Source: an optimization exercise on an open RTL-to-GDS flow (aim: small area). Production flows keep margins and buffers that such runs may drop.
In this exercise RTL edits were held to simulation tests only and were not proved equivalent to the original.
No activity file was given, so power comes from the tool's default toggle rates.

## sliding_window_maximum_core
module sliding_window_maximum_core #(
    parameter int WINDOW_MAX   = swm_pkg::WINDOW_MAX_DEF,
    parameter int SAMPLE_WIDTH = swm_pkg::SAMPLE_WIDTH_DEF,
    parameter int TDATA_W      = ((SAMPLE_WIDTH + 7) / 8) * 8
) (
    input  logic                      i_clk,
    input  logic                      i_rst_n,
    input  logic                      i_s_tvalid,
    output logic                      o_s_tready,
    input  logic [TDATA_W-1:0]        i_s_tdata,    
    input  logic                      i_s_tuser,    
    output logic                      o_m_tvalid,
    input  logic                      i_m_tready,
    output logic [TDATA_W-1:0]        o_m_tdata,    
    input  logic                      i_cfg_we,
    input  logic [swm_pkg::CFG_W-1:0] i_cfg_wdata
);
Size in the first run: roughly 2600 cells after synthesis, ~1100 flip-flops, roughly 47 I/O pins, ~40000 um2 of cells after synthesis.
export LEC_CHECK = 0
export ABC_AREA = 1
export CAP_MARGIN = 20
export CORE_MARGIN = 2
export CORE_UTILIZATION = 70
export CTS_BUF_LIST = sky130_fd_sc_hd__clkbuf_16
export CTS_CLUSTER_DIAMETER = 80
export CTS_CLUSTER_SIZE = 30
export GPL_TIMING_DRIVEN = 0
export SETUP_SLACK_MARGIN = 0.1
export SLEW_MARGIN = 20
create_clock -name core_clock -period 6.0 [get_ports {i_clk}]
standard.sh (not shown) runs the stock make flow with config.mk's settings and CLKGATE_MAP_FILE= SYNTH_SCRIPT=/design/flow/synth_recipe.tcl, a recipe that flattens the netlist after the stock synthesis.
==> flow/flow/run.sh <==
#!/bin/bash
# Own layout flow: the standard flow (standard.sh) with these changes:
#  - clock tree synthesis runs without dummy loads;
#  - the port buffers are the smallest buffer cell.
# Each tool's output goes to the ORFS logs under orfs/logs; make's own output to
# standard.log in this folder.
set -euo pipefail
W=$PWD
rm -rf "$W/scripts_own"
cp -r "$FLOW_HOME/scripts" "$W/scripts_own"
cp "$W/flow/abc_area.script" "$W/scripts_own/abc_area.script"
CTS="-sink_clustering_enable -repair_clock_nets -sink_clustering_size 30 -sink_clustering_max_diameter 80 -buf_list sky130_fd_sc_hd__clkbuf_16 -dont_use_dummy_load"
bash "$W/standard.sh" "SCRIPTS_DIR=$W/scripts_own" "CTS_ARGS=$CTS" \
    "BUFFER_PORTS_ARGS=-buffer_cell sky130_fd_sc_hd__buf_1" finish > "$W/standard.log" 2>&1
==> flow/flow/abc_area.script <==
strash
dc2
dch -f
amap -m -F 20 -A 20
topo
stime -c
upsize -c
dnsize -c
The baseline produced a clean layout.
Edit:
--- a/flow/design.v
+++ b/flow/design.v
@@ -69,29 +69,16 @@
     logic [SAMPLE_WIDTH-1:0]        m_new;          
     logic [SAMPLE_WIDTH-1:0]        m_old;          
     logic                           has_new;
     logic                           has_old;
     logic                           x_gt_new;
     logic                           x_gt_old;
     logic                           new_gt_old;
     logic [SAMPLE_WIDTH-1:0]        result;
-    function automatic logic gt_r(input logic [SAMPLE_WIDTH-1:0] a,
-                                  input logic [SAMPLE_WIDTH-1:0] b);
-        logic c;
-        c = 1'b0;
-        for (int i = 0; i < SAMPLE_WIDTH; i++) begin
-            if (i == SAMPLE_WIDTH - 1) begin
-                c = (!a[i] & b[i]) | (c & (!a[i] | b[i]));
-            end else begin
-                c = (a[i] & !b[i]) | (c & (a[i] | !b[i]));
-            end
-        end
-        gt_r = c;
-    endfunction
     function automatic logic gt_s(input logic [SAMPLE_WIDTH-1:0] a,
                                   input logic [SAMPLE_WIDTH-1:0] b);
         logic [SAMPLE_WIDTH-1:0] ua, ub;
         logic c_lo, c_hi, p_hi;
         ua = {!a[SAMPLE_WIDTH-1], a[SAMPLE_WIDTH-2:0]};
         ub = {!b[SAMPLE_WIDTH-1], b[SAMPLE_WIDTH-2:0]};
         c_lo = 1'b0;
         c_hi = 1'b0;
@@ -170,17 +157,17 @@
         n_s[0] = sample;
         for (int p = 1; p < GRP; p++) begin
             n_s[p] = r_s[p-1];
         end
         for (int g = 0; g < NSEG; g++) begin
             n_s[seg_base(g)] = chain[g];
             for (int j = 1; j < seg_len(g); j++) begin
                 if ((j - 1) % GRP == 0) begin
-                    n_s[seg_base(g) + j] = gt_r(r_m, r_s[seg_base(g) + j - 1]) ?
+                    n_s[seg_base(g) + j] = gt_s(r_m, r_s[seg_base(g) + j - 1]) ?
                                            r_m : r_s[seg_base(g) + j - 1];
                 end else begin
                     n_s[seg_base(g) + j] = r_s[seg_base(g) + j - 1];
                 end
             end
         end
         m_old   = chain[NSEG];
         has_old = (win_k >= AGE_W'(GRP + 1));
After rerunning:
- core utilization fell by 0.19 points
- final area climbs slightly
- non-clock buffer count grows by 14
- first-iteration DRC count grows by well over a third
- critical path depth grows by 1
- cell count goes down slightly
- wire length climbs by about a fifth
- hold slack gains 0.018 ns
- worst setup slack gets worse by 0.19 ns
- clock skew came out higher by 0.0091 ns
- combinational power grows by a little under a tenth
- via count rose by a few percent
- power rose slightly

---

== lane 4 ==
The RTL this note starts from:
==> flow/design.v <==
package swm_pkg;
    localparam int WINDOW_MAX_DEF   = 64;
    localparam int SAMPLE_WIDTH_DEF = 16;
    localparam int CFG_W            = 7;
    localparam logic [CFG_W-1:0] WINDOW_RESET = CFG_W'(1);
endpackage
module sliding_window_maximum_core #(
    parameter int WINDOW_MAX   = swm_pkg::WINDOW_MAX_DEF,
    parameter int SAMPLE_WIDTH = swm_pkg::SAMPLE_WIDTH_DEF,
    parameter int TDATA_W      = ((SAMPLE_WIDTH + 7) / 8) * 8
) (
    input  logic                      i_clk,
    input  logic                      i_rst_n,
    input  logic                      i_s_tvalid,
    output logic                      o_s_tready,
    input  logic [TDATA_W-1:0]        i_s_tdata,    
    input  logic                      i_s_tuser,    
    output logic                      o_m_tvalid,
    input  logic                      i_m_tready,
    output logic [TDATA_W-1:0]        o_m_tdata,    
    input  logic                      i_cfg_we,
    input  logic [swm_pkg::CFG_W-1:0] i_cfg_wdata
);
    localparam int AGE_W = $clog2(WINDOW_MAX + 1);
    localparam int NS    = 63;                        
    localparam int GRP   = 4;                         
    localparam int NSEG  = 6;
    function automatic int seg_len(input int g);
        case (g)
            0:       seg_len = 28;
            1:       seg_len = 16;
            2:       seg_len = 8;
            3:       seg_len = 4;
            4:       seg_len = 2;
            default: seg_len = 1;
        endcase
    endfunction
    function automatic int seg_base(input int g);
        seg_base = GRP;
        for (int i = 0; i < g; i++) begin
            seg_base = seg_base + seg_len(i);
        end
    endfunction
    logic [swm_pkg::CFG_W-1:0]      r_window;
    logic [AGE_W-1:0]               r_fill;
    logic [AGE_W-1:0]               n_fill;
    logic [AGE_W-1:0]               fill_base;
    logic [AGE_W-1:0]               win_k;
    logic                           r_out_valid;
    logic [SAMPLE_WIDTH-1:0]        r_out;
    logic                           accept;
    logic                           advance;
    logic                           emit;
    logic [SAMPLE_WIDTH-1:0]        sample;
    logic [SAMPLE_WIDTH-1:0]        r_s  [NS];      
    logic [SAMPLE_WIDTH-1:0]        n_s  [NS];
    logic [SAMPLE_WIDTH-1:0]        r_m;            
    logic [SAMPLE_WIDTH-1:0]        chain [NSEG+1];  
    logic [NSEG-1:0]                seg_on;
    logic [AGE_W-1:0]               span;           
    logic [AGE_W-1:0]               span_lo;
    logic [SAMPLE_WIDTH-1:0]        m01;
    logic [SAMPLE_WIDTH-1:0]        m012;
    logic [SAMPLE_WIDTH-1:0]        m_new;          
    logic [SAMPLE_WIDTH-1:0]        m_old;          
    logic                           has_new;
    logic                           has_old;
    logic                           x_gt_new;
    logic                           x_gt_old;
    logic                           new_gt_old;
    logic [SAMPLE_WIDTH-1:0]        result;
    function automatic logic gt_s(input logic [SAMPLE_WIDTH-1:0] a,
                                  input logic [SAMPLE_WIDTH-1:0] b);
        logic c;
        c = 1'b0;
        for (int i = 0; i < SAMPLE_WIDTH; i++) begin
            if (i == SAMPLE_WIDTH - 1) begin
                c = (!a[i] & b[i]) | (c & (!a[i] | b[i]));
            end else begin
                c = (a[i] & !b[i]) | (c & (a[i] | !b[i]));
            end
        end
        gt_s = c;
    endfunction
    function automatic logic gt_f(input logic [SAMPLE_WIDTH-1:0] a,
                                  input logic [SAMPLE_WIDTH-1:0] b);
        logic [SAMPLE_WIDTH-1:0] ua, ub, g, ne;
        logic [SAMPLE_WIDTH/4-1:0] gg, gp;
        logic r;
        ua = {!a[SAMPLE_WIDTH-1], a[SAMPLE_WIDTH-2:0]};
        ub = {!b[SAMPLE_WIDTH-1], b[SAMPLE_WIDTH-2:0]};
        g  = ua & ~ub;                  
        ne = ua | ~ub;                  
        for (int q = 0; q < SAMPLE_WIDTH / 4; q++) begin
            gg[q] = g[4*q+3] | (ne[4*q+3] & g[4*q+2]) | (ne[4*q+3] & ne[4*q+2] & g[4*q+1]) |
                    (ne[4*q+3] & ne[4*q+2] & ne[4*q+1] & g[4*q]);
            gp[q] = ne[4*q+3] & ne[4*q+2] & ne[4*q+1] & ne[4*q];
        end
        r = 1'b0;
        for (int q = 0; q < SAMPLE_WIDTH / 4; q++) begin
            r = gg[q] | (gp[q] & r);
        end
        gt_f = r;
    endfunction
    assign o_s_tready = !r_out_valid || i_m_tready;
    assign accept     = i_s_tvalid && o_s_tready;
    assign advance    = accept && !i_cfg_we;
    assign sample     = i_s_tdata[SAMPLE_WIDTH-1:0];
    always_comb begin
        if (r_window == '0) begin
            win_k = AGE_W'(1);
        end else if (32'(r_window) > 32'(WINDOW_MAX)) begin
            win_k = AGE_W'(WINDOW_MAX);
        end else begin
            win_k = AGE_W'(r_window);
        end
    end
    always_comb begin
        fill_base = i_s_tuser ? '0 : r_fill;
        n_fill    = (32'(fill_base) < 32'(WINDOW_MAX)) ? fill_base + 1'b1 : fill_base;
        emit      = (n_fill >= win_k);
    end
    always_comb begin
        span      = win_k - AGE_W'(GRP + 1);
        seg_on[0] = (span >= AGE_W'(28));
        span_lo   = seg_on[0] ? span - AGE_W'(28) : span;
        seg_on[1] = span_lo[4];
        seg_on[2] = span_lo[3];
        seg_on[3] = span_lo[2];
        seg_on[4] = span_lo[1];
        seg_on[5] = span_lo[0];
    end
    always_comb begin
        m01  = gt_f(r_s[1], r_s[0]) ? r_s[1] : r_s[0];
        m012 = gt_f(r_s[2], m01) ? r_s[2] : m01;
        case (win_k)
            AGE_W'(2): m_new = r_s[0];
            AGE_W'(3): m_new = m01;
            AGE_W'(4): m_new = m012;
            default:   m_new = r_m;
        endcase
        has_new = (win_k >= AGE_W'(2));
    end
    always_comb begin
        chain[0] = r_s[GRP-1];
        for (int g = 0; g < NSEG; g++) begin
            chain[g+1] = seg_on[g] ? r_s[seg_base(g) + seg_len(g) - 1] : chain[g];
        end
        n_s[0] = sample;
        for (int p = 1; p < GRP; p++) begin
            n_s[p] = r_s[p-1];
        end
        for (int g = 0; g < NSEG; g++) begin
            n_s[seg_base(g)] = chain[g];
            for (int j = 1; j < seg_len(g); j++) begin
                if ((j - 1) % GRP == 0) begin
                    n_s[seg_base(g) + j] = gt_s(r_m, r_s[seg_base(g) + j - 1]) ?
                                           r_m : r_s[seg_base(g) + j - 1];
                end else begin
                    n_s[seg_base(g) + j] = r_s[seg_base(g) + j - 1];
                end
            end
        end
        m_old   = chain[NSEG];
        has_old = (win_k >= AGE_W'(GRP + 1));
    end
    always_comb begin
        x_gt_new   = !has_new || gt_f(sample, m_new);
        x_gt_old   = !has_old || gt_f(sample, m_old);
        new_gt_old = !has_old || gt_f(m_new, m_old);
        if (x_gt_new && x_gt_old) begin
            result = sample;
        end else if (new_gt_old && !x_gt_new) begin
            result = m_new;
        end else begin
            result = m_old;
        end
    end
    always_ff @(posedge i_clk) begin
        if (accept) begin
            for (int p = 0; p < NS; p++) begin
                r_s[p] <= n_s[p];
            end
            r_m <= gt_f(sample, m012) ? sample : m012;
        end
    end
    always_ff @(posedge i_clk) begin
        if (!i_rst_n) begin
            r_window    <= swm_pkg::WINDOW_RESET;
            r_fill      <= '0;
            r_out_valid <= 1'b0;
        end else begin
            if (i_cfg_we) begin
                r_window <= i_cfg_wdata;
                r_fill   <= '0;
            end else if (accept) begin
                r_fill <= n_fill;
            end
            if (advance && emit) begin
                r_out_valid <= 1'b1;
            end else if (i_m_tready) begin
                r_out_valid <= 1'b0;
            end
        end
    end
    always_ff @(posedge i_clk) begin
        if (advance && emit) begin
            r_out <= result;
        end
    end
    assign o_m_tvalid = r_out_valid;
    assign o_m_tdata  = TDATA_W'(r_out);
endmodule
==> flow/config.mk <==
export PLATFORM = sky130hd
export DESIGN_NAME = sliding_window_maximum_core
export DESIGN_NICKNAME = sliding_window_maximum_core
export VERILOG_FILES = /design/flow/design.v
export SDC_FILE = /design/flow/constraint.sdc
export NUM_CORES = 4
export LEC_CHECK = 0
export CAP_MARGIN = 20
export CORE_MARGIN = 2
export CORE_UTILIZATION = 40
export SLEW_MARGIN = 20
==> flow/constraint.sdc <==
create_clock -name core_clock -period 6.0 [get_ports {i_clk}]
set_input_delay 1.2000 -clock core_clock [delete_from_list [all_inputs] [get_ports {i_clk}]]
set_output_delay 1.2000 -clock core_clock [all_outputs]
set_load 0.01 [all_outputs]
run.sh (not shown) runs the stock make flow with config.mk's settings and CLKGATE_MAP_FILE= SYNTH_SCRIPT=/design/flow/synth_recipe.tcl, a recipe that flattens the netlist after the stock synthesis.
Stock flow here: none of the scripts above is used.
Layout checks on lane 4: not met. Flow itself completed; violations: setup timing.
Input-level comparison between lane 1 and lane 4:
--- a/flow/design.v
+++ b/flow/design.v
@@ -68,22 +68,27 @@
     logic                           x_gt_new;
     logic                           x_gt_old;
     logic                           new_gt_old;
     logic [SAMPLE_WIDTH-1:0]        result;
     function automatic logic gt_s(input logic [SAMPLE_WIDTH-1:0] a,
                                   input logic [SAMPLE_WIDTH-1:0] b);
-        logic c;
-        c = 1'b0;
-        for (int i = 0; i < SAMPLE_WIDTH; i++) begin
-            if (i == SAMPLE_WIDTH - 1) begin
-                c = (!a[i] & b[i]) | (c & (!a[i] | b[i]));
-            end else begin
-                c = (a[i] & !b[i]) | (c & (a[i] | !b[i]));
-            end
-        end
-        gt_s = c;
+        logic [SAMPLE_WIDTH-1:0] ua, ub;
+        logic c_lo, c_hi, p_hi;
+        ua = {!a[SAMPLE_WIDTH-1], a[SAMPLE_WIDTH-2:0]};
+        ub = {!b[SAMPLE_WIDTH-1], b[SAMPLE_WIDTH-2:0]};
+        c_lo = 1'b0;
+        c_hi = 1'b0;
+        p_hi = 1'b1;
+        for (int i = 0; i < SAMPLE_WIDTH / 2; i++) begin
+            c_lo = (ua[i] & !ub[i]) | (c_lo & (ua[i] | !ub[i]));
+        end
+        for (int i = SAMPLE_WIDTH / 2; i < SAMPLE_WIDTH; i++) begin
+            c_hi = (ua[i] & !ub[i]) | (c_hi & (ua[i] | !ub[i]));
+            p_hi = p_hi & (ua[i] | !ub[i]);
+        end
+        gt_s = c_hi | (p_hi & c_lo);
     endfunction
     function automatic logic gt_f(input logic [SAMPLE_WIDTH-1:0] a,
                                   input logic [SAMPLE_WIDTH-1:0] b);
         logic [SAMPLE_WIDTH-1:0] ua, ub, g, ne;
         logic [SAMPLE_WIDTH/4-1:0] gg, gp;
         logic r;
## What came out
Completing all stages was not enough for lane 4: its layout failed the final checks because of setup timing.
Lane 1 completed; timing, DRC and antenna clean
Comparing time the final worst path needs with I/O delays and setup for lane 4 and lane 1, the smaller number came from lane 1.
Against lane 4, number of non-clock buffers in the layout in lane 1 fell by more than 10%.
Taking lane 4 as the reference, in lane 1 final critical-path share of the clock period fell 3.6 points, final cell count rose about 3%, setup slack after layout rose 0.22 ns, number of input and output port buffers inserted about even, unique cell type count in the Yosys netlist rose 5.
Delta (lane 1 minus lane 4): synthesized cell count higher, DRC violation total after the first TritonRoute iteration lost 231.

what the ideal ports hide:
The flow's constraints put no driver on any port. The routed layouts listed below were extracted and timed again, unchanged, in two steps. Step 1 (the two cells are an assumption about what drives the block):
set clk [get_ports {i_clk}]
set_driving_cell -lib_cell sky130_fd_sc_hd__clkbuf_16 $clk
set_driving_cell -lib_cell sky130_fd_sc_hd__buf_2 [delete_from_list [all_inputs] $clk]
Step 2, shift: input delay + t, output delay - t, t = (earliest + latest rising clock arrival at the registers) / 2. This alone moves slack from input paths to output paths. Slacks: ideal / step 1 / step 2; pairs: ideal / step 1.
run | shift t [ns] | setup slack, ns | latest minus earliest clock arrival (ns) | worst slew at a driven data input, ns | pins driven straight from the clock port
the first run of note 1 | 0.651 | 0.308 / 0.308 / 0.308 | 0.065 / 0.065 | 0.09 | 1
the second run of note 1 | 0.646 | 0.122 / 0.122 / 0.122 | 0.074 / 0.074 | 0.06 | 1
lane 4 | 0.747 | -0.065 / -0.065 / -0.065 | 0.058 / 0.058 | 0.05 | 1
lane 1 | 0.744 | 0.152 / 0.152 / 0.152 | 0.037 / 0.038 | 0.04 | 1
